What follows belongs to an exercise in optimizing a design on an open flow for small area; a production flow would make more cautious choices.
Only simulation tests tie the RTL to the original design; equivalence was not proved.
No activity file was given, so power comes from the tool's default toggle rates.

**flow/flow/run.sh**
```bash
#!/bin/bash
# Standard layout, with the port buffers made from the smallest buffer cell,
# the synthesis buffers removed, and a clock tree without dummy loads.
set -euo pipefail
export BUFFER_PORTS_ARGS="-buffer_cell sky130_fd_sc_hd__buf_1"
export REMOVE_ABC_BUFFERS=1
export CTS_ARGS="-sink_clustering_enable -repair_clock_nets -sink_clustering_size 10 -sink_clustering_max_diameter 40 -buf_list sky130_fd_sc_hd__clkbuf_4 -dont_use_dummy_load"
bash standard.sh > standard.log 2>&1
```
**flow/design.v**
```verilog
package tpft_pkg;
  localparam int FINGER_SLOTS = 5;
  localparam int SLOT_W       = 3;
  localparam logic [SLOT_W-1:0] LAST_SLOT = SLOT_W'(FINGER_SLOTS - 1);
  localparam int IN_TDATA_W  = 48;
  localparam int OUT_TDATA_W = 40;
  localparam int APB_ADDR_W = 4;
  localparam int APB_DATA_W = 32;
  localparam logic [3:0]  TOUCH_CODE_RST = 4'd3;
  localparam logic [3:0]  ABS_CODE_RST   = 4'd6;
  localparam logic [3:0]  REL_CODE_RST   = 4'd9;
  localparam logic [15:0] Y_LIMIT_RST    = 16'd32640;
  localparam int CMD_W = 39;
endpackage
module tpft_front (
  input  logic [47:0]                pkt_i,
  input  logic [3:0]                 touch_code_i,
  input  logic [3:0]                 abs_code_i,
  input  logic [3:0]                 rel_code_i,
  output logic [tpft_pkg::CMD_W-1:0] cmd_o
);
  logic [7:0] b0, b1, b2, b3, b4, b5;
  logic       is_touch, is_abs, is_rel;
  logic [2:0] fa, fb, abs_n;
  assign {b5, b4, b3, b2, b1, b0} = pkt_i;
  assign is_touch = (b0[3:0] == touch_code_i);
  assign is_abs   = !is_touch && (b0[3:0] == abs_code_i);
  assign is_rel   = !is_touch && !is_abs && (b0[3:0] == rel_code_i);
  assign abs_n = (b1[7] || (b1[6] && b1[5])) ? 3'd0 : b1[6:4];
  assign fa = is_rel ? ((b0[6] && b0[5]) ? 3'd0 : b0[6:4]) : {2'b11, !is_abs};
  assign fb = is_rel ? b3[6:4] : is_abs ? abs_n : {2'b00, is_touch};
  assign cmd_o = {is_abs ? b3 : b5, b4, b2,
                  is_abs ? (b5 == 8'hff) : b1[7], b1[6:0],
                  fb, fa, is_rel ? b0[7] : b0[4]};
endmodule
module tpft_queue (
  input  logic                       clk_i,
  input  logic                       rst_ni,
  input  logic                       push_i,
  input  logic [tpft_pkg::CMD_W-1:0] push_data_i,
  output logic                       full_o,
  input  logic                       pop_i,
  output logic                       valid_o,
  output logic [tpft_pkg::CMD_W-1:0] pop_data_o
);
  logic [tpft_pkg::CMD_W-1:0] mem0_q, mem1_q;
  logic [1:0]                 cnt_q;
  logic                       do_push, do_pop;
  assign full_o     = cnt_q[1];
  assign valid_o    = cnt_q[1] || cnt_q[0];
  assign do_push    = push_i && !cnt_q[1];
  assign do_pop     = pop_i;
  assign pop_data_o = mem0_q;
  always_ff @(posedge clk_i or negedge rst_ni) begin
    if (!rst_ni) begin
      cnt_q <= '0;
    end else if (do_push != do_pop) begin
      cnt_q <= do_push ? cnt_q + 2'd1 : cnt_q - 2'd1;
    end
  end
  always_ff @(posedge clk_i) begin
    if (do_pop && cnt_q[1]) begin
      mem0_q <= mem1_q;
    end else if (do_push && (!cnt_q[0] || do_pop)) begin
      mem0_q <= push_data_i;
    end
    if (do_push) begin
      mem1_q <= push_data_i;
    end
  end
endmodule
module tpft_back (
  input  logic                             clk_i,
  input  logic                             rst_ni,
  input  logic [15:0]                      y_limit_i,
  input  logic                             cmd_valid_i,
  input  logic [tpft_pkg::CMD_W-1:0]       cmd_i,
  output logic                             cmd_pop_o,
  output logic                             m_axis_tvalid_o,
  input  logic                             m_axis_tready_i,
  output logic [tpft_pkg::OUT_TDATA_W-1:0] m_axis_tdata_o,
  output logic [1:0]                       m_axis_tuser_o,
  output logic                             m_axis_tlast_o
);
  localparam int N = tpft_pkg::FINGER_SLOTS;
  logic [N-1:0][15:0]          x_q, y_q;
  logic [N-1:0]                active_q, valid_q;
  logic                        button_q;
  logic [1:0]                  fault_q;
  logic                        busy_q;
  logic                        out_valid_q;
  logic [tpft_pkg::SLOT_W-1:0] next_q;       
  logic [15:0]                 y_limit_q;    
  logic [tpft_pkg::CMD_W-1:0]  cur_q;
  logic                        load_en, step, last, pop;
  logic                        first;
  logic [tpft_pkg::SLOT_W-1:0] out_slot;
  logic        c_button;
  logic [2:0]  c_fa, c_fb;
  logic [7:0]  c_p1, c_p2, c_p4, c_p5;
  logic        c_rel, c_abs, c_touch, c_none, c_drop, c_fault;
  assign {c_p5, c_p4, c_p2, c_p1, c_fb, c_fa, c_button} = cur_q;
  assign c_rel   = !(c_fa[2] && c_fa[1]);
  assign c_abs   = (c_fa == 3'd6);
  assign c_touch = (c_fa == 3'd7) && c_fb[0];
  assign c_none  = (c_fa == 3'd7) && !c_fb[0];
  assign c_drop  = c_p1[7];
  assign c_fault = (c_rel && c_fa == 3'd0) || (c_abs && c_fb == 3'd0);
  assign load_en   = !out_valid_q || m_axis_tready_i;
  assign step      = load_en && busy_q;
  assign last      = (next_q == 3'd5);
  assign first     = (next_q == 3'd1);
  assign out_slot  = first ? tpft_pkg::LAST_SLOT : next_q - 3'd2;
  assign pop       = cmd_valid_i && (!busy_q || (step && last));
  assign cmd_pop_o = pop;
  function automatic logic [16:0] rca(input logic [15:0] a, input logic [15:0] b,
                                      input logic ci);
    logic c;
    c = ci;
    for (int i = 0; i < 16; i++) begin
      rca[i] = a[i] ^ b[i] ^ c;
      c      = (a[i] & b[i]) | (a[i] & c) | (b[i] & c);
    end
    rca[16] = c;
  endfunction
  function automatic logic [15:0] add_s9(input logic [15:0] y, input logic [8:0] d);
    logic [16:0] lo;
    logic        up, dn, ones, zeros;
    lo    = rca({7'd0, y[8:0]}, {7'd0, d}, 1'b0);
    up    = lo[9] && !d[8];
    dn    = !lo[9] && d[8];
    ones  = 1'b1;
    zeros = 1'b1;
    add_s9[8:0] = lo[8:0];
    for (int i = 9; i < 16; i++) begin
      add_s9[i] = y[i] ^ ((up && ones) || (dn && zeros));
      ones      = ones && y[i];
      zeros     = zeros && !y[i];
    end
  endfunction
  function automatic logic [16:0] sub_ge(input logic [15:0] a, input logic [15:0] b);
    logic [15:0] p, g;
    logic [4:0]  cb;
    logic        c, bg, bp;
    p     = a ^ ~b;
    g     = a & ~b;
    cb[0] = 1'b1;
    for (int k = 0; k < 4; k++) begin
      bg = 1'b0;
      bp = 1'b1;
      for (int i = 4 * k; i < 4 * k + 4; i++) begin
        bg = g[i] || (p[i] && bg);
        bp = bp && p[i];
      end
      cb[k+1] = bg || (bp && cb[k]);
    end
    for (int k = 0; k < 4; k++) begin
      c = cb[k];
      for (int i = 4 * k; i < 4 * k + 4; i++) begin
        sub_ge[i] = p[i] ^ c;
        c         = g[i] || (p[i] && c);
      end
    end
    sub_ge[16] = cb[4];
  endfunction
  logic        ma, mb, set_abs;
  logic        h_active, h_valid;
  logic [15:0] h_x, h_y;
  logic [8:0]  dx, dy;
  assign ma      = (c_fa == next_q);
  assign mb      = (c_fb == next_q);
  assign set_abs = c_abs && mb && !c_drop;
  logic        rel_a, rel_b;
  logic [16:0] sdx, sdy;
  assign rel_a = ma;
  assign rel_b = c_rel && mb;
  assign sdx   = rca({7'd0, rel_a ? {c_p1[7], c_p1} : 9'd0}, {7'd0, rel_b ? {c_p4[7], c_p4} : 9'd0}, 1'b0);
  assign sdy   = rca({7'd0, rel_a ? {c_p2[7], c_p2} : 9'd0}, {7'd0, rel_b ? {c_p5[7], c_p5} : 9'd0}, 1'b0);
  assign dx    = sdx[8:0];
  assign dy    = sdy[8:0];
  logic [7:0] bitmap;
  assign bitmap = {2'b00, c_p1[4:0], 1'b0};
  always_comb begin
    h_active = active_q[0];
    h_valid  = valid_q[0];
    if (c_touch) begin
      h_active = bitmap[next_q];
      h_valid  = valid_q[0] && bitmap[next_q];
    end
    if (c_abs && mb) begin
      h_valid = !c_drop;
    end
  end
  assign h_x     = set_abs ? {4'd0, c_p1[3:0], c_p2} : add_s9(x_q[0], dx);
  assign h_y     = set_abs ? {c_p5, c_p4}            : add_s9(y_q[0], dy);
  always_ff @(posedge clk_i or negedge rst_ni) begin
    if (!rst_ni) begin
      active_q    <= '0;
      valid_q     <= '0;
      button_q    <= 1'b0;
      busy_q      <= 1'b0;
      out_valid_q <= 1'b0;
      next_q      <= 3'd1;
    end else begin
      if (load_en) begin
        out_valid_q <= busy_q;
      end
      if (step) begin
        active_q <= {h_active, active_q[N-1:1]};
        valid_q  <= {h_valid, valid_q[N-1:1]};
        next_q   <= last ? 3'd1 : next_q + 3'd1;
        if (last) begin
          busy_q <= 1'b0;
        end
        if (first && !c_none && !(c_abs && c_fault)) begin
          button_q <= c_button;
        end
      end
      if (pop) begin
        busy_q <= 1'b1;
      end
    end
  end
  always_ff @(posedge clk_i) begin
    if (pop) begin
      cur_q <= cmd_i;
    end
    if (step) begin
      x_q     <= {h_x, x_q[N-1:1]};
      y_q     <= {h_y, y_q[N-1:1]};
      y_limit_q <= y_limit_i;
      if (first) begin
        fault_q <= {c_fault, c_none};
      end
    end
  end
  logic        tail_touch;
  logic [16:0] yd;
  assign tail_touch = active_q[N-1] && valid_q[N-1];
  assign yd = sub_ge(y_limit_q, y_q[N-1]);
  assign m_axis_tvalid_o = out_valid_q;
  assign m_axis_tdata_o  = {3'd0, button_q, (tail_touch && yd[16]) ? yd[15:0] : 16'd0,
                            tail_touch ? x_q[N-1] : 16'd0, tail_touch, out_slot};
  assign m_axis_tuser_o  = fault_q;
  assign m_axis_tlast_o  = first;
endmodule
module touchpad_packet_finger_tracker (
  input  logic                               clk_i,
  input  logic                               rst_ni,
  input  logic                               s_axis_tvalid_i,
  output logic                               s_axis_tready_o,
  input  logic [tpft_pkg::IN_TDATA_W-1:0]    s_axis_tdata_i,
  output logic                               m_axis_tvalid_o,
  input  logic                               m_axis_tready_i,
  output logic [tpft_pkg::OUT_TDATA_W-1:0]   m_axis_tdata_o,
  output logic [1:0]                         m_axis_tuser_o,
  output logic                               m_axis_tlast_o,
  input  logic                               psel,
  input  logic                               penable,
  input  logic                               pwrite,
  input  logic [tpft_pkg::APB_ADDR_W-1:0]    paddr,
  input  logic [tpft_pkg::APB_DATA_W-1:0]    pwdata,
  output logic [tpft_pkg::APB_DATA_W-1:0]    prdata,
  output logic                               pready
);
  logic [3:0]                 touch_code_q, abs_code_q, rel_code_q;
  logic [15:0]                y_limit_q;
  logic                       reg_wr;
  logic [tpft_pkg::CMD_W-1:0] front_cmd, q_cmd;
  logic                       q_full, q_valid, q_pop;
  assign pready = 1'b1;
  assign reg_wr = psel && penable && pwrite;
  always_ff @(posedge clk_i or negedge rst_ni) begin
    if (!rst_ni) begin
      touch_code_q <= tpft_pkg::TOUCH_CODE_RST;
      abs_code_q   <= tpft_pkg::ABS_CODE_RST;
      rel_code_q   <= tpft_pkg::REL_CODE_RST;
      y_limit_q    <= tpft_pkg::Y_LIMIT_RST;
    end else if (reg_wr) begin
      case (paddr[3:2])
        2'd0: touch_code_q <= pwdata[3:0];
        2'd1: abs_code_q   <= pwdata[3:0];
        2'd2: rel_code_q   <= pwdata[3:0];
        2'd3: y_limit_q    <= pwdata[15:0];
      endcase
    end
  end
  always_comb begin
    case (paddr[3:2])
      2'd0:    prdata = {28'd0, touch_code_q};
      2'd1:    prdata = {28'd0, abs_code_q};
      2'd2:    prdata = {28'd0, rel_code_q};
      default: prdata = {16'd0, y_limit_q};
    endcase
  end
  tpft_front u_front (
    .pkt_i        (s_axis_tdata_i),
    .touch_code_i (touch_code_q),
    .abs_code_i   (abs_code_q),
    .rel_code_i   (rel_code_q),
    .cmd_o        (front_cmd)
  );
  assign s_axis_tready_o = !q_full;
  tpft_queue u_queue (
    .clk_i       (clk_i),
    .rst_ni      (rst_ni),
    .push_i      (s_axis_tvalid_i),
    .push_data_i (front_cmd),
    .full_o      (q_full),
    .pop_i       (q_pop),
    .valid_o     (q_valid),
    .pop_data_o  (q_cmd)
  );
  tpft_back u_back (
    .clk_i           (clk_i),
    .rst_ni          (rst_ni),
    .y_limit_i       (y_limit_q),
    .cmd_valid_i     (q_valid),
    .cmd_i           (q_cmd),
    .cmd_pop_o       (q_pop),
    .m_axis_tvalid_o (m_axis_tvalid_o),
    .m_axis_tready_i (m_axis_tready_i),
    .m_axis_tdata_o  (m_axis_tdata_o),
    .m_axis_tuser_o  (m_axis_tuser_o),
    .m_axis_tlast_o  (m_axis_tlast_o)
  );
endmodule
```
**flow/config.mk**
```make
export PLATFORM = sky130hd
export DESIGN_NAME = touchpad_packet_finger_tracker
export DESIGN_NICKNAME = touchpad_packet_finger_tracker
export VERILOG_FILES = /design/flow/design.v
export SDC_FILE = /design/flow/constraint.sdc
export NUM_CORES = 4
export LEC_CHECK = 0
export ABC_AREA = 1
export CAP_MARGIN = 20
export CORE_MARGIN = 2
export CORE_UTILIZATION = 75
export SLEW_MARGIN = 20
```
**flow/standard.sh**
```bash
#!/bin/bash
# synth_recipe.tcl (not shown) runs the flow's synth.tcl, then flattens the netlist and writes it again
# the make line also repeats each setting of config.mk as NAME=value (left out here)
make -C /OpenROAD-flow-scripts/flow DESIGN_CONFIG=/design/flow/config.mk WORK_HOME=/design/flow/orfs CLKGATE_MAP_FILE= SYNTH_SCRIPT=/design/flow/synth_recipe.tcl "${@:-finish}"
```
**flow/constraint.sdc**
```tcl
create_clock -name core_clock -period 8.0 [get_ports {clk_i}]
set_input_delay 1.6000 -clock core_clock [delete_from_list [all_inputs] [get_ports {clk_i}]]
set_output_delay 1.6000 -clock core_clock [all_outputs]
set_load 0.01 [all_outputs]
```
==> run summary, run 1 <==
* First-pass GRT wire length at 40,800 um
* Met1 Resource Use GR at 36.6%
* GRT Util Overall at 25.9%
* Run status: finished clean
* Final Skew at 0.0708 ns
* Synthesized area per cell at 12.4 sq um
* Cell Area, Synth at 14,700 sq um
* Post-synthesis register bit count at 341
* Met3 track demand over resource at 4.30%
* Fin worst setup slack at 1.15 ns
* Crit Path Class: flip-flop to flip-flop
* Crit path to: u_back.y_q[78]
* R2R cell count at 23
* # Max-Cap Violations at 0
* GR peak layer: met2
* Residual DRC count at 0
* Max clock buf depth at 3
* Vias in the first global route at 8,335
* Register share of total power at 56.5%
* PwrDens at 361 nW/um^2
* Rel. slew slack at 30.2%
* Least-Margin Pin Slew at 1.05 ns
* I/O pin count at 169
* Setup violators final at 0
* Fillers at 1,114
* Largest net degree at the start of global routing at 88
* WP data required at 8.38 ns
* Die Ht at 144 um
* Hold_buf cts at 0
* Pleak at 0.00651 uW
* Core Footprint at 19,300 sq um
* Int Pwr at 3710 uW
* Most common cell after layout, fill and taps aside: edfxtp_1
* Post-route setup TNS at 0 ns
* Iteration-0 DRC Markers at 608
* Arr. time, crit path at 7.23 ns
* Final #Nets at 1,499
* Routed Antenna Nets at 0
* Minimum clock period at 6.85 ns
* Clock power frac at 13.4%
* Peak supply drop at 0.284 mV
* DRT Pass-1 Iters at 5
* Share of cells above drive strength 1 at 5.99%
* Hold Path Class: flip-flop to flip-flop
* Max Freq at 0.146 GHz
* Worst setup SP type: flip-flop
* Vias per cell at 5.39
* Post-CTS setup buffer count at 0
* Reg-to-Reg Start: u_back.next_q[0]
* Via count at 8,634
* Worst Setup End Kind: flip-flop
* Largest fanout on the critical path at 9
* Die width at 144 um
* Net switching power at 1950 uW
* Clock root buffer: clkbuf_4
* Initial antenna violation count at 1
* CP Launch Point: u_back.next_q[0]
* Mapped Cells at 1,184
* Routed WL at 26,200 um
* I/O Buffers at 130
* YS warnings at 3
* Final Hold Fails at 0
* Cell Rows at 51
* CTS sink cnt at 341
* Tcrit/Tclk final at 85.6%
* H-tree level count at 2
* Post_cts resized at 0
* Slew Limit Fails at 0
* GP Congestion at 0.836
* Worst Hold Depth at 0
* Worst R2R End: u_back.y_q[78]
* R2R Setup Slk at 1.15 ns
* Highest-count cells in the layout ignoring fill and taps: edfxtp_1 (295), nand2_1 (271), inv_1 (154)
* Unrepaired setup endpoints after global routing: false
* Overflow after GRT at 0
* Pre-CTS setup slack at 1.15 ns
* Comb power frac at 30.1%
* DP HPWL at 18,400 um
* Met2 usage at 42.1%
* Area delta synth->final at 6.88%
* Inserted Clock Buffers at 44
* Clock slew at reported path FFs at 0.10 ns
* Initial core utilization at 76.0%
* Worst-Skew Late Latency at 0.67 ns
* Sw Ratio at 34.5%
* Seq/Total Area, Yosys at 68.3%
* Synth cell types at 34
* TritonCTS clock tree: yes
* Die area at 20,700 sq um
* Wire length per cell at 16.3 um
-- kinds of logic after synthesis --
| logic type | count (synthesis) | share of synthesized area [%] |
|---|---|---|
| and+or+nand+nor | 421 | 11.4 |
| muxes | 1 | 0.0766 |
| buffers and inverters | 205 | 6.12 |
| adders and majority gates | 70 | 8.16 |
| DFF | 341 | 68.3 |
| xor gates and xnor gates | 33 | 1.97 |
| AOI/OAI and AO/OA | 111 | 3.96 |
| other | 2 | 0.0511 |
-- registers in the layout, summed over array words and instances (netlist names), 5 cells and up --
signal / flops
u_queue.mem0_q: 39
y_limit_q: 16
u_back.cur_q: 39
u_back.active_q: 5
u_back.valid_q: 5
u_back.y_limit_q: 16
u_back.y_q: 80
u_back.x_q: 80
u_queue.mem1_q: 39
-- critical path, stage by stage, from the launching register on --
cell and delay, ns:
dfstp_2 0.64, nor2_1 0.10, nor4_4 0.34, nand2_2 0.21, inv_1 0.26, nand2_1 0.11
fa_1 0.42, fa_1 0.51, inv_1 0.07, fa_1 0.46, fa_1 0.43, fa_1 0.42
fa_1 0.44, fa_1 0.44, fa_1 0.39, inv_1 0.08, fa_1 0.20, ha_1 0.18
nand3b_1 0.11, nor2_1 0.20, inv_1 0.09, o21ai_0 0.22, xnor2_1 0.15, o21ai_0 0.09
-- per-stage QoR --
step                hold WS [ns]  util (%)  instance area, sq um  std cells  power [uW]
finish                     0.393      81.2                 15700       1602        5670
global placement           0.401      79.4                 15300       1556        4800
global route               0.401      81.2                 15700       1602        6050
detailed placement         0.405      79.4                 15300       1556        4930
CTS                        0.397      81.1                 15700       1600        5680
floorplan                  0.400         -                 14500       1155        4410
-- cells in the mapped netlist --
cell type | instances | area share (%)
inv_1 | 154 | 3.9
mux2_2 | 1 | 0.077
nand4_1 | 9 | 0.38
fa_1 | 43 | 5.9
or2_2 | 1 | 0.043
nand3_1 | 14 | 0.48
o31ai_1 | 3 | 0.15
inv_2 | 3 | 0.077
nand3b_1 | 3 | 0.15
nor2_2 | 1 | 0.043
buf_4 | 25 | 1.3
nand2_1 | 271 | 6.9
nor4_4 | 1 | 0.14
edfxtp_1 | 295 | 60
o22ai_1 | 2 | 0.085
a31oi_1 | 9 | 0.38
buf_6 | 3 | 0.23
nand3_2 | 1 | 0.068
ha_1 | 27 | 2.3
nor2_1 | 112 | 2.9
xor2_1 | 16 | 0.95
conb_1 | 2 | 0.051
o21a_1 | 2 | 0.10
and3_1 | 2 | 0.085
dfstp_2 | 15 | 2.7
a21oi_1 | 32 | 1.1
o21ai_0 | 63 | 2.1
buf_2 | 7 | 0.24
nor3_1 | 4 | 0.14
xnor2_1 | 17 | 1.0
nand2_2 | 2 | 0.085
dfrtp_1 | 31 | 5.3
clkinv_4 | 1 | 0.060
clkbuf_1 | 12 | 0.31
-- worst min-delay path by stage --
stage                       start                to  slack [ns]
2_1_floorplan   u_queue.mem0_q[0]   u_back.cur_q[0]        0.40
3_3_place_gp   u_queue.mem0_q[11]  u_back.cur_q[11]        0.40
3_5_place_dp   u_queue.mem0_q[11]  u_back.cur_q[11]        0.40
4_1_cts            u_back.y_q[42]    u_back.y_q[26]        0.40
5_1_grt            u_back.y_q[42]    u_back.y_q[26]        0.40
6_report           u_back.y_q[42]    u_back.y_q[26]        0.39
-- metal layers --
layer	wire length (um)	vias up
met3	1590	58
met1	11100	4122
met5	0	-
met2	12800	309
met4	624	0
li1	-	4145
-- layout make-up --
class / count / area (sq um) / share of cell area [%]
Timing Repair Buffer: 137 / 562 / 3.58
Multi-Input combinational cell: 656 / 3850 / 24.5
Antenna cell: 1 / 2.50 / 0.0159
Clock buffer: 44 / 330 / 2.10
Tap cell: 265 / 332 / 2.11
Inverter: 158 / 598 / 3.81
Sequential cell: 341 / 10000 / 63.9
-- power groups by stage --
stage	clock network, uW	registers (uW)	logic [uW]
after floorplan	0	3210	1190
after global placement	0	3190	1600
after detailed placement	0	3240	1690
after CTS	779	3200	1700
after global routing	842	3260	1950
final	759	3200	1710
==> inputs of run 2 (changes only) <==
--- a/flow/config.mk
+++ b/flow/config.mk
@@ -5,7 +5,6 @@
 export SDC_FILE = /design/flow/constraint.sdc
 export NUM_CORES = 4
 export LEC_CHECK = 0
-export ABC_AREA = 1
 export CAP_MARGIN = 20
 export CORE_MARGIN = 2
 export CORE_UTILIZATION = 75
==> run 2 against run 1 <==
  * Still clean
  * Clock power down 0.8%
  * Die area fell by 0.22%
  * Cell area increased by 0.17%
  * Core utilization rose by 0.14 points
  * Power fell by 28%
  * Routed wire length is 0.82% lower
  * Flip-flop and latch count stayed put
  * Clock skew shrank 0.0058 ns
==> run summary, run 2 <==
* Max clock buf depth at 3 (unchanged)
* H-tree level count at 2 (unchanged)
* DRT Pass-1 Iters at 6 (+1)
* Largest fanout on the critical path at 15 (+6)
* Slowest CP cell: dfstp_2
* Post-synth top area share at 60.4% (+0.14 points)
* Routed WL at 26,000 um (-0.82%)
* Post-Synth Adder-Cell Area at 8.18% (+0.019 points)
* Worst Hold Depth at 0 (unchanged)
* Routed Antenna Nets at 0 (unchanged)
* Post-Synth Simple-Gate Area at 7.19% (-4.2 points)
* Initial antenna violation count at 1 (unchanged)
* Inserted Clock Buffers at 43 (-2.3%)
* Final Skew at 0.0650 ns (-0.00582 ns)
* R2R cell count at 22 (-4.3%)
* CP peak stage delay at 0.68 ns (+0.04 ns)
* Mux cell area share after synthesis at 8.31% (+8.2 points)
* DP HPWL at 18,000 um (-2.5%)
* Post-route setup TNS at 0 ns (unchanged)
* I/O pin count at 169 (unchanged)
* WP data required at 8.34 ns (-0.04 ns)
* Asr flop ratio synth at 13.5% (unchanged)
* Final Hold Fails at 0 (unchanged)
* Most common cell after layout, fill and taps aside: edfxtp_1
* Fillers at 1,074 (-3.6%)
* CP cell instances: xnor2_1 -> nand3_1 -> a21oi_1 -> buf_4 -> nand2_1 -> fa_1 -> inv_1 -> fa_1 -> fa_1 -> fa_1 -> fa_1 -> fa_1 -> fa_1 -> fa_1 -> inv_1 -> fa_1 -> ha_1 -> or4b_1 -> or3_1 -> mux2i_1 -> xnor2_1 -> o21ai_1
* Pleak at 0.00590 uW (-9.3%)
* Minimum clock period at 7.36 ns (+0.516 ns)
* Multi-input logic area at 4230 sq um (+9.8%)
* Mapped Cells at 928 (-22%)
* Buf/Inv on CP at 3 (-1)
* PwrDens at 260 nW/um^2 (-28%)
* Post-CTS setup buffer count at 0 (unchanged)
* Hold slack at 0.390 ns (-0.00331 ns)
* Die width at 144 um (-0.11%)
* Final #Nets at 1,245 (-17%)
* CTS sink cnt at 341 (unchanged)
* Initial core utilization at 75.8% (-0.17 points)
* Synth top area cells: edfxtp_1 (60%), mux2_2 (7.1%), fa_1 (5.9%)
* Max Freq at 0.136 GHz (-7.0%)
* Synth cell types at 49 (+44%)
* Cell Area, Synth at 14,700 sq um (-0.23%)
* Die Ht at 144 um (-0.11%)
* GR peak layer: met2
* Xor and xnor area share after synthesis at 1.97% (+0.0045 points)
* Overflow after GRT at 0 (unchanged)
* I/O Buffers at 130 (unchanged)
* Reg-to-Reg Start: u_back.next_q[0]
* Vias in the first global route at 7,715 (-7.4%)
* Post_cts resized at 0 (unchanged)
* Comb power frac at 22.2% (-7.9 points)
* Worst setup SP type: flip-flop
* Run status: finished clean
* Largest regs: u_back.x_q (80), u_back.y_q (80)
* Hold path start: u_back.y_q[59]
* Met3 track demand over resource at 5.03% (+0.73 points)
* Fin worst setup slack at 0.636 ns (-0.516 ns)
* R2R Setup Slk at 0.64 ns (-0.52 ns)
* Iteration-0 DRC Markers at 666 (+9.5%)
* Unrepaired setup endpoints after global routing: false
* Worst Setup End Kind: flip-flop
* Post-synthesis compound-gate area fraction at 2.51% (-1.5 points)
* Die area at 20,700 sq um (-0.22%)
* Least-Margin Pin Slew at 1.04 ns (-0.00620 ns)
* Vias per cell at 5.77 (+7.1%)
* GP Congestion at 0.877 (+4.9%)
* Rel. slew slack at 30.6% (+0.41 points)
* Largest family of logic cells by synthesized area: multiplexers
* Area delta synth->final at 7.31%
* Worst Hold End: u_back.y_q[43]
* Setup violators final at 0 (unchanged)
* Met2 usage at 41.0% (-1.2 points)
* Peak supply drop at 0.136 mV (-52%)
* Post-synthesis register bit count at 341 (unchanged)
* Post-synth top cells: edfxtp_1 (295), mux2_2 (93), nand2_1 (83), inv_1 (58), fa_1 (43)
* Crit Path Class: flip-flop to flip-flop
* Largest net degree at the start of global routing at 88 (unchanged)
* Tcrit/Tclk final at 92.1% (+6.5 points)
* First-pass GRT wire length at 40,300 um (-1.4%)
* Sw Ratio at 28.7% (-5.8 points)
* Crit-path most repeated cell: fa_1
* Worst path depth at 22 (-4.3%)
* Synthesized area per cell at 15.8 sq um (+27%)
* Core Footprint at 19,300 sq um (unchanged)
* Number of enable flip-flop cells after synthesis at 295 (unchanged)
* Most frequent cell after synthesis: edfxtp_1
* CP top delay family: adder cells
* Register share of total power at 59.4% (+2.9 points)
* TritonCTS clock tree: yes
* GRT Util Overall at 25.9% (about the same)
* Clock root buffer: clkbuf_4
* Seq/Total Area, Yosys at 68.4% (+0.16 points)
* Cell Rows at 51 (unchanged)
* Int Pwr at 2920 uW (-21%)
* Pre-CTS setup slack at 0.634 ns (-0.513 ns)
* Residual DRC count at 0 (unchanged)
* Net switching power at 1170 uW (-40%)
* Worst-Skew Late Latency at 0.65 ns (-0.02 ns)
* Clock slew at reported path FFs at 0.11 ns (about the same)
* Via count at 7,778 (-9.9%)
* Hold_buf cts at 0 (unchanged)
* Met1 Resource Use GR at 38.1% (+1.5 points)
* Worst R2R End: u_back.y_q[79]
* Arr. time, crit path at 7.71 ns (+0.48 ns)
* Highest-count cells in the layout ignoring fill and taps: edfxtp_1 (295), buf_1 (129), mux2_2 (93)
* Slew Limit Fails at 0 (unchanged)
* Area leader, netlist: edfxtp_1
* Hold Path Class: flip-flop to flip-flop
* Clock power frac at 18.4% (+5.0 points)
* Synth Flop Type: edfxtp_1
* Register Area at 10,000 sq um (unchanged)
* YS warnings at 3 (unchanged)
* # Max-Cap Violations at 0 (unchanged)
* Wire length per cell at 19.3 um (+18%)
* Share of cells above drive strength 1 at 16.2% (+10 points)
## run 2: worst max-delay path by stage
stage                      from              to
5_1_grt        u_back.next_q[0]  u_back.y_q[79]
2_1_floorplan  u_back.next_q[0]  u_back.y_q[79]
3_3_place_gp   u_back.next_q[0]  u_back.x_q[79]
4_1_cts        u_back.next_q[0]  u_back.y_q[79]
3_5_place_dp   u_back.next_q[0]  u_back.y_q[79]
6_report       u_back.next_q[0]  u_back.y_q[79]
## run 2: power by group through the flow
stage / combinational, uW / sequential [uW] / clock, uW
after floorplan: 638 / 2410 / 0
after global placement: 855 / 2450 / 0
after detailed placement: 911 / 2470 / 0
after CTS: 920 / 2430 / 771
after global routing: 1030 / 2460 / 842
final: 909 / 2430 / 753
## run 2: worst register-to-register path, cell delays in order, from the launching register on
cell and delay (ns):
dfstp_2 0.68, xnor2_1 0.15, nand3_1 0.17, a21oi_1 0.27
buf_4 0.27, nand2_1 0.11, fa_1 0.50, inv_1 0.06
fa_1 0.46, fa_1 0.45, fa_1 0.47, fa_1 0.46
fa_1 0.45, fa_1 0.43, fa_1 0.41, inv_1 0.09
fa_1 0.19, ha_1 0.20, or4b_1 0.49, or3_1 0.35
mux2i_1 0.18, xnor2_1 0.17, o21ai_1 0.09
## run 2: through the flow
step / cells / utilization, % / area (sq um) / power, uW
detailed placement: 1304 / 79.7 / 15400 / 3380
global placement: 1303 / 79.5 / 15400 / 3310
floorplan: 898 / - / 14400 / 3050
global route: 1348 / 81.3 / 15700 / 4330
finish: 1348 / 81.3 / 15700 / 4090
CTS: 1347 / 81.3 / 15700 / 4120
## run 2: logic make-up after synthesis
family	after synthesis
adders and majority gates	70
muxes	105
and+or+nand+nor	211
xor gates and xnor gates	33
AOI/OAI and AO/OA	60
other	2
DFF	341
buffers and inverters	106
## run 2: final cells by class
| type | count | share of cell area [%] |
|---|---|---|
| flip-flops and latches | 341 | 63.8 |
| multi-input cells | 499 | 26.9 |
| repair buffers | 141 | 3.76 |
| well taps | 265 | 2.11 |
| clock buffers | 43 | 2.05 |
| inverters | 58 | 1.42 |
| diodes | 1 | 0.0159 |
## run 2: routing by layer
metal / wire length [um] / share of wire [%]
met5: 0 / 0
met4: 493 / 1.9
met3: 1520 / 5.9
met2: 12800 / 49
met1: 11200 / 43
==> inputs of run 3 (changes only) <==
==> flow/flow/run.sh (replaced) <==
#!/bin/bash
# Standard layout, with the port buffers made from the smallest buffer cell,
# the synthesis buffers removed, one tie cell per constant, and a clock tree
# without dummy loads.
set -euo pipefail
export BUFFER_PORTS_ARGS="-buffer_cell sky130_fd_sc_hd__buf_1"
export REMOVE_ABC_BUFFERS=1
export SKIP_REPAIR_TIE_FANOUT=1
export CTS_ARGS="-sink_clustering_enable -repair_clock_nets -sink_clustering_size 10 -sink_clustering_max_diameter 40 -buf_list sky130_fd_sc_hd__clkbuf_4 -dont_use_dummy_load"
bash standard.sh > standard.log 2>&1
==> run 3 against run 2 <==
  * Synthesized cell count is the same
  * Final cell count decreased by 1.3%
  * Setup slack better by 0.030 ns
  * Clock power hardly changed
  * Routed wire length down 0.29%
  * Sequential share of layout area up 0.36 points
  * Hold slack worse by 0.0050 ns
  * Cell area decreased by 0.56%
  * Flip-flop and latch count did not move
  * Register-to-register slack gained 0.03 ns
  * Largest cell class unchanged
  * Largest power group unchanged
  * Highest routed layer unchanged
==> run summary, run 3 <==
* Arr. time, crit path at 7.71 ns (about the same)
* Largest regs: u_back.x_q (80), u_back.y_q (80)
* Hold slack at 0.385 ns (-0.00496 ns)
* Wire length per cell at 19.5 um (+1.1%)
* Worst Hold Depth at 0 (unchanged)
* Initial antenna violation count at 1 (unchanged)
* Final Skew at 0.0558 ns (-0.00911 ns)
* Final #Nets at 1,227 (-1.4%)
* Slew Limit Fails at 0 (unchanged)
* GRT Util Overall at 25.7% (-0.21 points)
* Post-Synth Simple-Gate Area at 7.19% (unchanged)
* Max clock buf depth at 3 (unchanged)
* Number of enable flip-flop cells after synthesis at 295 (unchanged)
* Clock root buffer: clkbuf_4
* Rel. slew slack at 34.8% (+4.2 points)
* Vias per cell at 5.82 (+0.85%)
* Worst Setup End Kind: flip-flop
* Peak supply drop at 0.157 mV (+15%)
* Overflow after GRT at 0 (unchanged)
* Routed Antenna Nets at 0 (unchanged)
* Asr flop ratio synth at 13.5% (unchanged)
* Worst setup SP type: flip-flop
* Run status: finished clean
* Crit Path Class: flip-flop to flip-flop
* Post-synthesis compound-gate area fraction at 2.51% (unchanged)
* Max Freq at 0.136 GHz (+0.41%)
* I/O Buffers at 130 (unchanged)
* Xor and xnor area share after synthesis at 1.97% (unchanged)
* Post-Synth Adder-Cell Area at 8.18% (unchanged)
* Core Footprint at 19,300 sq um (unchanged)
* Post-CTS setup buffer count at 0 (unchanged)
* Die Ht at 144 um (unchanged)
* R2R cell count at 23 (+4.5%)
* Post_cts resized at 0 (unchanged)
* Final core occ at 80.9% (-0.45 points)
* PwrDens at 261 nW/um^2 (+0.38%)
* YS warnings at 3 (unchanged)
* Hold_buf cts at 0 (unchanged)
* Share of cells above drive strength 1 at 16.4% (+0.27 points)
* Least-Margin Pin Slew at 0.978 ns (-0.0630 ns)
* Synth cell types at 49 (unchanged)
* WP data required at 8.38 ns (+0.04 ns)
* Via count at 7,739 (-0.50%)
* Setup violators final at 0 (unchanged)
* Final Hold Fails at 0 (unchanged)
* Post-route setup TNS at 0 ns (unchanged)
* GP Congestion at 0.821 (-6.5%)
* DRT Pass-1 Iters at 6 (unchanged)
* Post-synthesis register bit count at 341 (unchanged)
* Largest fanout on the critical path at 10 (-5)
* Residual DRC count at 0 (unchanged)
* H-tree level count at 2 (unchanged)
* Die width at 144 um (unchanged)
* Unrepaired setup endpoints after global routing: false
* Largest family of logic cells by synthesized area: multiplexers
* Cell Area, Synth at 14,700 sq um (unchanged)
* Inserted Clock Buffers at 43 (unchanged)
* Initial core utilization at 75.8% (unchanged)
* Cell Rows at 51 (unchanged)
* Pwr Total at 4080 uW (-0.18%)
* Synthesized area per cell at 15.8 sq um (unchanged)
* DP HPWL at 17,600 um (-2.3%)
* Most frequent cell after synthesis: edfxtp_1
* Worst-Skew Late Latency at 0.65 ns (about the same)
* Pleak at 0.00584 uW (-1.1%)
* Post-synth top cells: edfxtp_1 (295), mux2_2 (93), nand2_1 (83), inv_1 (58), fa_1 (43)
* Minimum clock period at 7.33 ns (-0.0302 ns)
* TritonCTS clock tree: yes
* Tcrit/Tclk final at 91.7% (-0.38 points)
* CTS sink cnt at 341 (unchanged)
* Vias in the first global route at 7,580 (-1.7%)
* Synth Flop Type: edfxtp_1
* Area leader, netlist: edfxtp_1
* # Max-Cap Violations at 0 (unchanged)
* First-pass GRT wire length at 39,800 um (-1.3%)
* Mapped Cells at 928 (unchanged)
* Seq/Total Area, Yosys at 68.4% (unchanged)
* Highest-count cells in the layout ignoring fill and taps: edfxtp_1 (295), buf_1 (129), mux2_2 (93)
* I/O pin count at 169 (unchanged)
* Hold Path Class: flip-flop to flip-flop
* Mux cell area share after synthesis at 8.31% (unchanged)
* Iteration-0 DRC Markers at 503 (-24%)
* Clock slew at reported path FFs at 0.10 ns (about the same)
* Largest net degree at the start of global routing at 110 (+25%)
* Die area at 20,700 sq um (unchanged)
* Area delta synth->final at 6.71%
* Post-synth top area share at 60.4% (unchanged)
* Most common cell after layout, fill and taps aside: edfxtp_1
* Routed WL at 25,900 um (-0.29%)
* Synth top area cells: edfxtp_1 (60%), mux2_2 (7.1%), fa_1 (5.9%)
-- run 3: cell counts after synthesis --
No cell type changed its count.
-- run 3: worst paths after layout --
kind / start / to / slack (ns)
setup / recovery: u_back.next_q[0] / u_back.y_q[79] / 0.67
hold / removal: u_back.x_q[37] / u_back.x_q[21] / 0.38
setup reg to reg: u_back.next_q[0] / u_back.y_q[79] / 0.67
hold reg to reg: u_back.x_q[37] / u_back.x_q[21] / 0.38
max in group asynchronous: rst_ni / u_queue.cnt_q[0] / 6.52
min in group asynchronous: rst_ni / rel_code_q[1] / 1.05
-- run 3: layout make-up --
class                      count  area [sq um]
fill                        1068          3690
clock buffer                  43           323
inverter                      58           223
sequential                   341         10000
timing repair buffer         141           572
tap                          265           332
antenna                        1          2.50
multi-input combinational    481          4160
-- run 3: cells by family (layout without fill, tap and decap cells) --
kind of cell	count (synthesis)	count (layout)
other	2	3
muxes	105	105
adders and majority gates	70	70
buffers and inverters	106	242
AOI/OAI and AO/OA	60	60
xor gates and xnor gates	33	33
DFF	341	341
and+or+nand+nor	211	211
-- run 3: stage by stage --
stage	cell area, sq um	setup WS [ns]	cells
6_report	15600	0.666	1330
5_1_grt	15600	0.227	1330
4_1_cts	15600	0.632	1329
3_5_place_dp	15300	0.713	1286
3_3_place_gp	15300	0.797	1286
2_1_floorplan	14400	0.886	880
-- run 3: metal layers --
| metal | part of all wire, % | GRT usage [%] | vias to the layer above |
|---|---|---|---|
| li1 | - | - | 3573 |
| met1 | 43 | 37.3 | 3870 |
| met2 | 49 | 41.4 | 242 |
| met3 | 5.6 | 3.77 | 54 |
| met4 | 2.2 | 8.31 | 0 |
| met5 | 0 | 0 | - |
-- run 3: power breakdown --
part	leakage, uW	internal (uW)	switching, uW
registers	0.00333	2280	155
clock network	0.000198	248	504
logic	0.00231	394	507
-- run 3: critical path: stages (launching register included) --
cell and delay (ns):
dfstp_2 0.67, xnor2_1 0.15, nand3_1 0.19, a21oi_1 0.37, and2_1 0.19, ha_1 0.13
inv_1 0.05, fa_1 0.47, inv_1 0.06, fa_1 0.44, fa_1 0.45, fa_1 0.46
fa_1 0.43, fa_1 0.43, fa_1 0.43, fa_1 0.40, inv_1 0.09, fa_1 0.21
ha_1 0.18, or4b_1 0.49, or3_1 0.36, mux2i_1 0.17, xnor2_1 0.16, o21ai_1 0.08
==> inputs of run 4 (changes only) <==
--- a/flow/config.mk
+++ b/flow/config.mk
@@ -5,6 +5,7 @@
 export SDC_FILE = /design/flow/constraint.sdc
 export NUM_CORES = 4
 export LEC_CHECK = 0
+export ABC_AREA = 1
 export CAP_MARGIN = 20
 export CORE_MARGIN = 2
 export CORE_UTILIZATION = 75
==> run 4 against run 3 <==
  * Still clean
  * Synthesized area rose by 0.23%
  * Critical path depth rose by 2
  * Clock-buffer cell count rose by 1
  * Clock power rose by 0.9%
  * Core utilization fell by 0.084 points
  * Maximum frequency rose by 5.6%
  * Largest cell class unchanged
  * Highest routed layer unchanged
==> run summary, run 4 <==
* Run status: finished clean
* H-tree level count at 2 (unchanged)
* Post-synthesis compound-gate area fraction at 3.96% (+1.5 points)
* PwrDens at 363 nW/um^2 (+39%)
* Post-synth top area share at 60.3% (-0.14 points)
* Buf/Inv on CP at 4 (+1)
* WP data required at 8.38 ns (about the same)
* Post-synthesis register bit count at 341 (unchanged)
* Post_cts resized at 0 (unchanged)
* Net switching power at 1960 uW (+68%)
* Ant. Diodes at 0 (-1)
* Most common cell after layout, fill and taps aside: edfxtp_1
* Synth cell types at 34 (-31%)
* # Max-Cap Violations at 0 (unchanged)
* Setup violators final at 0 (unchanged)
* Int Pwr at 3710 uW (+27%)
* Register Area at 10,000 sq um (unchanged)
* Register share of total power at 56.5% (-3.0 points)
* Worst setup SP type: flip-flop
* Via count at 8,497 (+9.8%)
* Clock slew at reported path FFs at 0.10 ns (about the same)
* Cell Rows at 51 (unchanged)
* Mux cell area share after synthesis at 0.0766% (-8.2 points)
* Unrepaired setup endpoints after global routing: false
* Share of cells above drive strength 1 at 6.07% (-10 points)
* I/O pin count at 169 (unchanged)
* Tcrit/Tclk final at 86.8% (-4.8 points)
* Pleak at 0.00644 uW (+10%)
* Pre-CTS setup slack at 1.10 ns (+0.383 ns)
* Sw Ratio at 34.6% (+6.0 points)
* Cell Count, Final, Fillers Out at 1,583 (+19%)
* Peak supply drop at 0.382 mV (+140%)
* Core Footprint at 19,300 sq um (unchanged)
* Fillers at 1,147 (+7.4%)
* Slew Limit Fails at 0 (unchanged)
* Worst Setup End Kind: flip-flop
* CP peak stage delay at 0.65 ns (-0.02 ns)
* Highest-count cells in the layout ignoring fill and taps: edfxtp_1 (295), nand2_1 (271), inv_1 (154)
* Arr. time, crit path at 7.33 ns (-0.38 ns)
* Post-synth top cells: edfxtp_1 (295), nand2_1 (271), inv_1 (154), nor2_1 (112), o21ai_0 (63)
* Multi-input logic area at 3780 sq um (-9.1%)
* Iteration-0 DRC Markers at 721 (+43%)
* Synth top area cells: edfxtp_1 (60%), nand2_1 (6.9%), fa_1 (5.9%)
* Initial antenna violation count at 0 (-1)
* Post-CTS setup buffer count at 0 (unchanged)
* Final #Nets at 1,481 (+21%)
* First-pass GRT wire length at 40,700 um (+2.3%)
* Hold Path Class: flip-flop to flip-flop
* Die width at 144 um (+0.11%)
* Rel. slew slack at 30.7% (-4.2 points)
* Largest regs: u_back.x_q (80), u_back.y_q (80)
* Number of enable flip-flop cells after synthesis at 295 (unchanged)
* Max clock buf depth at 3 (unchanged)
* Worst-Skew Late Latency at 0.68 ns (+0.03 ns)
* GRT Util Overall at 25.9% (+0.19 points)
* Initial core utilization at 76.0% (+0.17 points)
* CP top delay family: adder cells
* Routed Antenna Nets at 0 (unchanged)
* Mapped Cells at 1,184 (+28%)
* Asr flop ratio synth at 13.5% (unchanged)
* Vias in the first global route at 8,222 (+8.5%)
* Hold_buf cts at 0 (unchanged)
* Slowest CP cell: dfstp_2
* Inserted Clock Buffers at 44 (+2.3%)
* Cell Area, Synth at 14,700 sq um (+0.23%)
* DP HPWL at 18,300 um (+4.1%)
* Final Skew at 0.0734 ns (+0.0176 ns)
* CTS sink cnt at 341 (unchanged)
* TritonCTS clock tree: yes
* Residual DRC count at 0 (unchanged)
* Crit Path Class: flip-flop to flip-flop
* Clock root buffer: clkbuf_4
* Area delta synth->final at 6.35%
* Synth Flop Type: edfxtp_1
* Largest net degree at the start of global routing at 86 (-22%)
* DRT Pass-1 Iters at 5 (-1)
* Largest family of logic cells by synthesized area: simple AND/OR/NAND/NOR gates
* Most frequent cell after synthesis: edfxtp_1
* Cells after DPL at 1,538 (+20%)
* Die area at 20,700 sq um (+0.22%)
* Area leader, netlist: edfxtp_1
* Synthesized area per cell at 12.4 sq um (-21%)
* Vias per cell at 5.37 (-7.8%)
* Overflow after GRT at 0 (unchanged)
* YS warnings at 3 (unchanged)
* Minimum clock period at 6.95 ns (-0.386 ns)
* Least-Margin Pin Slew at 1.04 ns (+0.0623 ns)
* Clock power frac at 13.4% (-5.0 points)
* Xor and xnor area share after synthesis at 1.97% (-0.0045 points)
* Comb power frac at 30.1% (+8.0 points)
* Seq/Total Area, Yosys at 68.3% (-0.16 points)
* Wire length per cell at 16.5 um (-15%)
* I/O Buffers at 130 (unchanged)
* Post-Synth Adder-Cell Area at 8.16% (-0.019 points)
* Max Freq at 0.144 GHz (+5.6%)
* GP Congestion at 0.901 (+9.8%)
* Fin worst setup slack at 1.05 ns (+0.386 ns)
* Final Hold Fails at 0 (unchanged)
* Die Ht at 144 um (+0.11%)
* Crit-path most repeated cell: fa_1
* Largest fanout on the critical path at 11 (+1)
* Post-Synth Simple-Gate Area at 11.4% (+4.2 points)
* Routed WL at 26,100 um (+0.93%)
run 4: cell types whose count changed after synthesis, sizes merged, moves of 7 or more:
| cell | change |
|---|---|
| a21oi | +21 |
| and2 | -18 |
| and3 | -27 |
| inv | +99 |
| mux2 | -93 |
| mux2i | -7 |
| nand2 | +189 |
| nand3 | +9 |
| nor2 | +76 |
| o21ai | +37 |
run 4: layout make-up:
class | count | share of cell area, %
sequential | 341 | 64.2
multi-input combinational | 638 | 24.2
inverter | 158 | 3.83
timing repair buffer | 137 | 3.55
tap | 265 | 2.12
clock buffer | 44 | 2.11
run 4: stage by stage:
step           hold WS (ns)  utilization [%]  power (uW)  instance area, sq um  setup TNS, ns
2_1_floorplan         0.400                -        4410                 14400       -1229.07
5_1_grt               0.378             80.8        6070                 15600              0
4_1_cts               0.357             80.7        5690                 15600              0
3_5_place_dp          0.405             79.0        4930                 15300              0
3_3_place_gp          0.400             79.0        4780                 15300              0
6_report              0.360             80.8        5670                 15600              0
run 4: worst paths after layout:
path	from	to	cells past startpoint	slack (ns)
min reg2reg	u_queue.mem0_q[10]	u_back.cur_q[10]	0	0.36
min	u_queue.mem0_q[10]	u_back.cur_q[10]	0	0.36
max	u_back.next_q[0]	u_back.x_q[79]	25	1.05
max reg2reg	u_back.next_q[0]	u_back.x_q[79]	25	1.05
min in group asynchronous	rst_ni	u_queue.cnt_q[0]	2	1.02
max in group asynchronous	rst_ni	touch_code_q[2]	2	6.50
run 4: power by group through the flow:
stage	sequential (uW)	combinational, uW	clock, uW
2_1_floorplan	3210	1190	0
3_3_place_gp	3190	1590	0
3_5_place_dp	3230	1700	0
4_1_cts	3200	1710	783
5_1_grt	3260	1960	848
6_report	3200	1710	760
run 4: layer usage:
layer | global-route usage [%] | up-vias | wire, um
met4 | 8.15 | 0 | 582
met2 | 41.3 | 279 | 12600
met3 | 5.10 | 54 | 1790
met1 | 37.1 | 4034 | 11100
met5 | 0 | - | 0
li1 | - | 4130 | -
run 4: cells by family (layout without fill, tap and decap cells):
kind of cell	Yosys count	after routing
other	2	2
XOR/XNOR	33	33
flip-flops	341	341
adder cells (fa/ha/maj)	70	70
AO/OA/AOI/OAI	111	111
AND/OR/NAND/NOR	421	421
multiplexers	1	1
buffers and inverters	205	339
run 4: worst reg2reg max path, delay by kind of cell, from the launching register on:
kind | cells | cell delay (ns)
AOI/OAI and AO/OA | 3 | 0.32
xor gates and xnor gates | 1 | 0.17
adders and majority gates | 10 | 3.91
buffers and inverters | 4 | 0.49
DFF | 1 | 0.65
and+or+nand+nor | 7 | 1.12
==> inputs of run 5 (changes only) <==
==> flow/flow/run.sh (replaced) <==
#!/bin/bash
# Standard layout, with the port buffers made from the smallest buffer cell,
# the synthesis buffers removed, one tie cell per constant, and a clock tree
# without dummy loads.
set -euo pipefail
export BUFFER_PORTS_ARGS="-buffer_cell sky130_fd_sc_hd__buf_1"
export REMOVE_ABC_BUFFERS=1
export SKIP_REPAIR_TIE_FANOUT=1
export CTS_ARGS="-sink_clustering_enable -repair_clock_nets -sink_clustering_size 12 -sink_clustering_max_diameter 40 -buf_list sky130_fd_sc_hd__clkbuf_4 -dont_use_dummy_load"
bash standard.sh > standard.log 2>&1
==> run 5 against run 4 <==
  * Still clean
  * Sequential power about the same
  * Critical path depth unchanged
  * Combinational power about the same
  * Via count about the same
  * Critical endpoint unchanged
  * Maximum frequency decreased by 0.58%
  * Clock power decreased by 4.2%
  * Synthesized area unchanged
  * Register-to-register slack got worse by 0.04 ns
  * Final cell count decreased by 0.19%
  * Power decreased by 0.74%
  * Cell area decreased by 0.14%
  * Sequential share of layout area increased by 0.093 points
==> run summary, run 5 <==
* Run status: finished clean
* I/O Buffers at 130 (unchanged)
* Hold Path Class: flip-flop to flip-flop
* Xor and xnor area share after synthesis at 1.97% (unchanged)
* Post-synth top area share at 60.3% (unchanged)
* Clock slew at reported path FFs at 0.12 ns (+0.02 ns)
* Area delta synth->final at 6.20%
* Final Skew at 0.0722 ns (-0.00118 ns)
* # Max-Cap Violations at 0 (unchanged)
* Crit path to: u_back.x_q[79]
* Max clock buf depth at 3 (unchanged)
* Reg-to-Reg Start: u_back.next_q[0]
* Highest-count cells in the layout ignoring fill and taps: edfxtp_1 (295), nand2_1 (271), inv_1 (154)
* Hold_buf cts at 0 (unchanged)
* DRT Pass-1 Iters at 5 (unchanged)
* Rel. slew slack at 31.2% (+0.57 points)
* Post-Synth Adder-Cell Area at 8.16% (unchanged)
* Initial antenna violation count at 0 (unchanged)
* Post_cts resized at 0 (unchanged)
* DP Area at 15,300 sq um (unchanged)
* Least-Margin Pin Slew at 1.03 ns (-0.00859 ns)
* Largest fanout on the critical path at 11 (unchanged)
* Vias per cell at 5.37 (+0.13%)
* Largest net degree at the start of global routing at 86 (unchanged)
* Worst Setup End Kind: flip-flop
* Slew Limit Fails at 0 (unchanged)
* Largest family of logic cells by synthesized area: simple AND/OR/NAND/NOR gates
* Arr. time, crit path at 7.35 ns (+0.02 ns)
* CP Launch Point: u_back.next_q[0]
* Final #Nets at 1,478 (-0.20%)
* Synth Flop Type: edfxtp_1
* Area leader, netlist: edfxtp_1
* Cell Rows at 51 (unchanged)
* Peak supply drop at 0.379 mV (-0.77%)
* Seq/Total Area, Yosys at 68.3% (unchanged)
* Routed Antenna Nets at 0 (unchanged)
* Inserted Clock Buffers at 41 (-6.8%)
* Final Hold Fails at 0 (unchanged)
* Minimum clock period at 6.99 ns (+0.0404 ns)
* Unrepaired setup endpoints after global routing: false
* Worst-Skew Late Latency at 0.65 ns (-0.03 ns)
* Most frequent cell after synthesis: edfxtp_1
* Die area at 20,700 sq um (unchanged)
* Post-synthesis register bit count at 341 (unchanged)
* Mux cell area share after synthesis at 0.0766% (unchanged)
* GRT Util Overall at 25.6% (-0.30 points)
* DP HPWL at 18,300 um (unchanged)
* Die width at 144 um (unchanged)
* Final design area excluding fillers at 15,600 sq um (-0.14%)
* WP data required at 8.36 ns (-0.02 ns)
* Mapped Cells at 1,184 (unchanged)
* Via count at 8,492 (-0.059%)
* Worst R2R End: u_back.x_q[79]
* Clock root buffer: clkbuf_4
* Core Footprint at 19,300 sq um (unchanged)
* Post-synth top cells: edfxtp_1 (295), nand2_1 (271), inv_1 (154), nor2_1 (112), o21ai_0 (63)
* First-pass GRT wire length at 40,400 um (-0.63%)
* Synth cell types at 34 (unchanged)
* Post-synthesis compound-gate area fraction at 3.96% (unchanged)
* YS warnings at 3 (unchanged)
* Crit Path Class: flip-flop to flip-flop
* Residual DRC count at 0 (unchanged)
* Ant. Diodes at 0 (unchanged)
* Synthesized area per cell at 12.4 sq um (unchanged)
* Max Freq at 0.143 GHz (-0.58%)
* Vias in the first global route at 8,205 (-0.21%)
* Overflow after GRT at 0 (unchanged)
* Hold slack at 0.398 ns (+0.0382 ns)
* Initial core utilization at 76.0% (unchanged)
* R2R Setup Slk at 1.01 ns (-0.04 ns)
* PwrDens at 361 nW/um^2 (-0.60%)
* I/O pin count at 169 (unchanged)
* Asr flop ratio synth at 13.5% (unchanged)
* Most common cell after layout, fill and taps aside: edfxtp_1
* Wire length per cell at 16.3 um (-1.1%)
* GP Congestion at 0.901 (unchanged)
* Worst setup SP type: flip-flop
* Cell Area, Synth at 14,700 sq um (unchanged)
* Post-CTS setup buffer count at 0 (unchanged)
* Synth top area cells: edfxtp_1 (60%), nand2_1 (6.9%), fa_1 (5.9%)
* TritonCTS clock tree: yes
* Largest regs: u_back.x_q (80), u_back.y_q (80)
* Post-Synth Simple-Gate Area at 11.4% (unchanged)
* Setup violators final at 0 (unchanged)
* Routed WL at 25,800 um (-1.3%)
* H-tree level count at 2 (unchanged)
* Die Ht at 144 um (unchanged)
* Share of cells above drive strength 1 at 5.86% (-0.21 points)
* Iteration-0 DRC Markers at 688 (-4.6%)
* Tcrit/Tclk final at 87.3% (+0.50 points)
* CTS sink cnt at 341 (unchanged)
* Final core occ at 80.7% (-0.12 points)
* Number of enable flip-flop cells after synthesis at 295 (unchanged)
* R2R cell count at 25 (unchanged)
* Pleak at 0.00643 uW (-0.21%)
* Fillers at 1,160 (+1.1%)
run 5: power breakdown:
part	switching [uW]	total (uW)	internal [uW]
clock	491	728	237
sequential	305	3200	2890
combinational	1140	1700	563
total	1940	5630	3690
run 5: cells by family after synthesis:
| group | Yosys count |
|---|---|
| AND/OR/NAND/NOR | 421 |
| flip-flops | 341 |
| buffers and inverters | 205 |
| AO/OA/AOI/OAI | 111 |
| adder cells (fa/ha/maj) | 70 |
| XOR/XNOR | 33 |
| other | 2 |
| multiplexers | 1 |
run 5: worst max-delay path, stage by stage, from the launching register on:
cell     delay (ns)
dfstp_2        0.65
xnor2_1        0.18
nand3_1        0.42
inv_1          0.30
nand2_1        0.11
fa_1           0.54
inv_1          0.06
fa_1           0.46
fa_1           0.43
fa_1           0.43
fa_1           0.43
fa_1           0.44
fa_1           0.43
fa_1           0.40
inv_1          0.09
fa_1           0.20
ha_1           0.14
inv_1          0.04
nor3_1         0.20
nand2_1        0.12
nor2_1         0.14
nand2_1        0.06
nor2_1         0.08
a21oi_1        0.07
o21ai_0        0.22
a21oi_1        0.06
run 5: through the flow:
step                std cells  worst slack [ns]  power (uW)  setup TNS (ns)
floorplan                1137             -5.62        4410        -1229.07
global placement         1538              1.29        4780               0
detailed placement       1538              1.10        4930               0
CTS                      1579              1.04        5660               0
global route             1580             0.575        6030               0
finish                   1580              1.01        5630               0
run 5: cell type report:
cell class / instances / area [sq um] / share of cell area, %
inverters: 158 / 598 / 3.83
multi-input cells: 638 / 3780 / 24.2
clock buffers: 41 / 308 / 1.97
flip-flops and latches: 341 / 10000 / 64.3
well taps: 265 / 332 / 2.13
repair buffers: 137 / 554 / 3.55
run 5: how the worst min path moves through the flow:
| stage | start | end | slack (ns) | cells past startpoint |
|---|---|---|---|---|
| 6_report | u_back.y_q[18] | u_back.y_q[2] | 0.40 | 0 |
| 3_5_place_dp | u_queue.mem0_q[12] | u_back.cur_q[12] | 0.40 | 0 |
| 3_3_place_gp | u_back.y_q[50] | u_back.y_q[34] | 0.40 | 0 |
| 4_1_cts | u_back.y_q[18] | u_back.y_q[2] | 0.40 | 0 |
| 2_1_floorplan | u_queue.mem0_q[0] | u_back.cur_q[0] | 0.40 | 0 |
| 5_1_grt | u_back.y_q[44] | u_back.y_q[28] | 0.40 | 0 |
run 5: metal layers:
layer | GRT usage [%] | share of wire, % | wire (um)
met3 | 5.06 | 6.6 | 1710
met2 | 41.7 | 49 | 12600
met1 | 36.7 | 43 | 11000
met4 | 6.09 | 1.8 | 465
met5 | 0 | 0 | 0
==> inputs of run 6 (changes only) <==
==> flow/flow/run.sh (replaced) <==
#!/bin/bash
# Standard layout, with the port buffers made from the smallest buffer cell,
# the synthesis buffers removed, one tie cell per constant, and a clock tree
# without dummy loads.
set -euo pipefail
export BUFFER_PORTS_ARGS="-buffer_cell sky130_fd_sc_hd__buf_1"
export REMOVE_ABC_BUFFERS=1
export SKIP_REPAIR_TIE_FANOUT=1
export CTS_ARGS="-sink_clustering_enable -repair_clock_nets -sink_clustering_size 8 -sink_clustering_max_diameter 35 -buf_list \"sky130_fd_sc_hd__clkbuf_2 sky130_fd_sc_hd__clkbuf_4\" -dont_use_dummy_load"
bash standard.sh > standard.log 2>&1
==> run 6 against run 5 <==
  * Clock power is 12% higher
  * Core utilization is 0.43 points higher
  * Non-clock buffer count stayed put
  * Hold slack better by 0.014 ns
  * Critical path depth is 1 higher
  * Largest cell class unchanged
  * Cell area is 0.53% higher
  * Maximum frequency is 0.82% higher
==> run summary, run 6 <==
* Run status: finished clean
* Minimum clock period at 6.93 ns (-0.0569 ns)
* Post-synth top area share at 60.3% (unchanged)
* Hold_buf cts at 0 (unchanged)
* Post-synth top cells: edfxtp_1 (295), nand2_1 (271), inv_1 (154), nor2_1 (112), o21ai_0 (63)
* Ant. Diodes at 0 (unchanged)
* Residual DRC count at 0 (unchanged)
* Overflow after GRT at 0 (unchanged)
* Slew Limit Fails at 0 (unchanged)
* Initial core utilization at 76.0% (unchanged)
* Final #Nets at 1,489 (+0.74%)
* Hold Path Class: flip-flop to flip-flop
* Peak supply drop at 0.392 mV (+3.3%)
* Cell Count, Final, Fillers Out at 1,591 (+0.70%)
* Final Skew at 0.0581 ns (-0.0141 ns)
* Initial antenna violation count at 0 (unchanged)
* TritonCTS clock tree: yes
* Cells after DPL at 1,538 (unchanged)
* Most common cell after layout, fill and taps aside: edfxtp_1
* R2R cell count at 26 (+4.0%)
* Arr. time, crit path at 7.34 ns (about the same)
* Via count at 8,583 (+1.1%)
* Routed Antenna Nets at 0 (unchanged)
* I/O Buffers at 130 (unchanged)
* Final core occ at 81.1% (+0.43 points)
* Wire length per cell at 16.5 um (+0.84%)
* GRT Util Overall at 26.0% (+0.37 points)
* First-pass GRT wire length at 40,800 um (+1.1%)
* Worst Setup End Kind: flip-flop
* Vias per cell at 5.39 (+0.37%)
* Max clock buf depth at 3 (unchanged)
* Post_cts resized at 0 (unchanged)
* Met2 usage at 42.0% (+0.28 points)
* WP data required at 8.41 ns (+0.05 ns)
* H-tree level count at 2 (unchanged)
* Largest regs: u_back.x_q (80), u_back.y_q (80)
* Final Hold Fails at 0 (unchanged)
* Highest-count cells in the layout ignoring fill and taps: edfxtp_1 (295), nand2_1 (271), inv_1 (154)
* Synth top area cells: edfxtp_1 (60%), nand2_1 (6.9%), fa_1 (5.9%)
* Clock slew at reported path FFs at 0.08 ns (-0.04 ns)
* Setup violators final at 0 (unchanged)
* Met3 track demand over resource at 5.30% (+0.23 points)
* R2R Setup Slk at 1.07 ns (+0.06 ns)
* Clock root buffer: clkbuf_4
* I/O pin count at 169 (unchanged)
* DRT Pass-1 Iters at 5 (unchanged)
* Synth Flop Type: edfxtp_1
* Post-CTS setup buffer count at 0 (unchanged)
* Die width at 144 um (unchanged)
* Post-route setup TNS at 0 ns (unchanged)
* Cell Area, Synth at 14,700 sq um (unchanged)
* # Max-Cap Violations at 0 (unchanged)
* Synthesized area per cell at 12.4 sq um (unchanged)
* Max Freq at 0.144 GHz (+0.82%)
* Inserted Clock Buffers at 52 (+27%)
* Least-Margin Pin Slew at 1.04 ns (+0.0129 ns)
* Core Footprint at 19,300 sq um (unchanged)
* Crit Path Class: flip-flop to flip-flop
* Cell Rows at 51 (unchanged)
* Fin worst setup slack at 1.07 ns (+0.0569 ns)
* Seq/Total Area, Yosys at 68.3% (unchanged)
* Share of cells above drive strength 1 at 6.64% (+0.78 points)
* Reg-to-Reg Start: u_back.next_q[0]
* Mapped Cells at 1,184 (unchanged)
* Pwr Total at 5730 uW (+1.8%)
* Largest net degree at the start of global routing at 86 (unchanged)
* Worst setup SP type: flip-flop
* Area delta synth->final at 6.76%
* Iteration-0 DRC Markers at 635 (-7.7%)
* Largest fanout on the critical path at 9 (-2)
* Number of enable flip-flop cells after synthesis at 295 (unchanged)
* Synth cell types at 34 (unchanged)
* Tcrit/Tclk final at 86.6% (-0.71 points)
* PwrDens at 365 nW/um^2 (+1.3%)
* CP Launch Point: u_back.next_q[0]
* YS warnings at 3 (unchanged)
* DP HPWL at 18,300 um (unchanged)
* Vias in the first global route at 8,339 (+1.6%)
* Die Ht at 144 um (unchanged)
* Unrepaired setup endpoints after global routing: false
* Post-synthesis register bit count at 341 (unchanged)
* CTS sink cnt at 341 (unchanged)
* GP Congestion at 0.901 (unchanged)
* Asr flop ratio synth at 13.5% (unchanged)
* Rel. slew slack at 30.4% (-0.86 points)
* Met1 Resource Use GR at 36.7% (+0.046 points)
* Most frequent cell after synthesis: edfxtp_1
* Area leader, netlist: edfxtp_1
* GR peak layer: met2
* Pre-CTS setup slack at 1.10 ns (unchanged)
* Hold path start: u_back.y_q[37]
* Die area at 20,700 sq um (unchanged)
* Worst-Skew Late Latency at 0.67 ns (+0.02 ns)
* Routed WL at 26,200 um (+1.5%)
* Worst Hold Depth at 0 (unchanged)
* Pleak at 0.00648 uW (+0.79%)
==> run 6: cell types whose count changed in the layout (fill, tap and decap cells not counted), sizes merged <==
cell,change
clkbuf,+11
==> run 6: routing by layer <==
layer  wire [um]  up-vias
li1            -     4154
met1       11200     4087
met2       12700      295
met3        1790       47
met4         500        0
met5           0        -
==> run 6: cell families (layout without fill, tap and decap cells) <==
kind of cell	count (synthesis)	count (layout)	synth area share [%]
AOI/OAI and AO/OA	111	111	3.96
xor gates and xnor gates	33	33	1.97
adders and majority gates	70	70	8.16
buffers and inverters	205	347	6.12
DFF	341	341	68.3
muxes	1	1	0.0766
other	2	2	0.0511
and+or+nand+nor	421	421	11.4
==> run 6: worst paths after layout <==
kind,end
worst max-delay path,u_back.x_q[79]
worst min-delay path,u_back.y_q[21]
worst max register to register,u_back.x_q[79]
worst min register to register,u_back.y_q[21]
max in group asynchronous,y_limit_q[15]
min in group asynchronous,u_back.out_valid_q
==> run 6: report_power, final <==
part	internal (uW)	leakage (uW)	total, uW	switching [uW]
Sequential	2890	0.00335	3200	308
Combinational	564	0.00289	1710	1150
Clock	297	0.000239	817	520
==> run 6: area by class of cell <==
class                           count  area (sq um)
Timing Repair Buffer              137           554
Tap cell                          265           332
Sequential cell                   341         10000
Multi-Input combinational cell    638          3780
Inverter                          158           598
Clock buffer                       52           390
Fill cell                        1145          3650
==> run 6: stage by stage <==
step,area (sq um),hold WS [ns]
floorplan,14400,0.400
global placement,15300,0.400
detailed placement,15300,0.405
CTS,15700,0.410
global route,15700,0.389
finish,15700,0.411
==> run 6: worst max-delay path, stage by stage (launching register included) <==
cell and delay (ns):
dfstp_2 0.64, nor2_1 0.11, nor4_4 0.33, nand2_2 0.20, inv_1 0.24, nand2_1 0.13
fa_1 0.51, inv_1 0.06, fa_1 0.47, fa_1 0.43, fa_1 0.43, fa_1 0.43
fa_1 0.44, fa_1 0.43, fa_1 0.40, inv_1 0.09, fa_1 0.20, ha_1 0.14
inv_1 0.04, nor3_1 0.20, nand2_1 0.12, nor2_1 0.14, nand2_1 0.06, nor2_1 0.08
a21oi_1 0.06, o21ai_0 0.21, a21oi_1 0.06

[port drivers added, routing unchanged]
Ports are ideal in the flow. The routed layouts listed here were re-timed in OpenROAD. Step 1, drivers: a clkbuf_16 drives clk_i and a buf_2 each remaining input, both assumed. Step 2 times the ports against the registers' clock, not the clock port: input delays grow and output delays shrink by t, the midpoint of the rising clock arrivals with the driver on. Three values: ideal ports, drivers, drivers and shift; two values: the first two.
run	t, ns	setup WS [ns]	clock arrival spread, ns	pins driven straight from the clock port
run 1	0.677	1.152 / 1.152 / 1.152	0.071 / 0.071	1
run 2	0.659	0.636 / 0.636 / 0.636	0.065 / 0.066	1
run 3	0.668	0.666 / 0.666 / 0.666	0.056 / 0.055	1
run 4	0.674	1.053 / 1.053 / 1.053	0.081 / 0.081	1
run 5	0.640	1.012 / 1.012 / 1.012	0.079 / 0.078	1
run 6	0.679	1.069 / 1.069 / 1.069	0.063 / 0.063	1
After both steps every run listed still meets setup and hold.
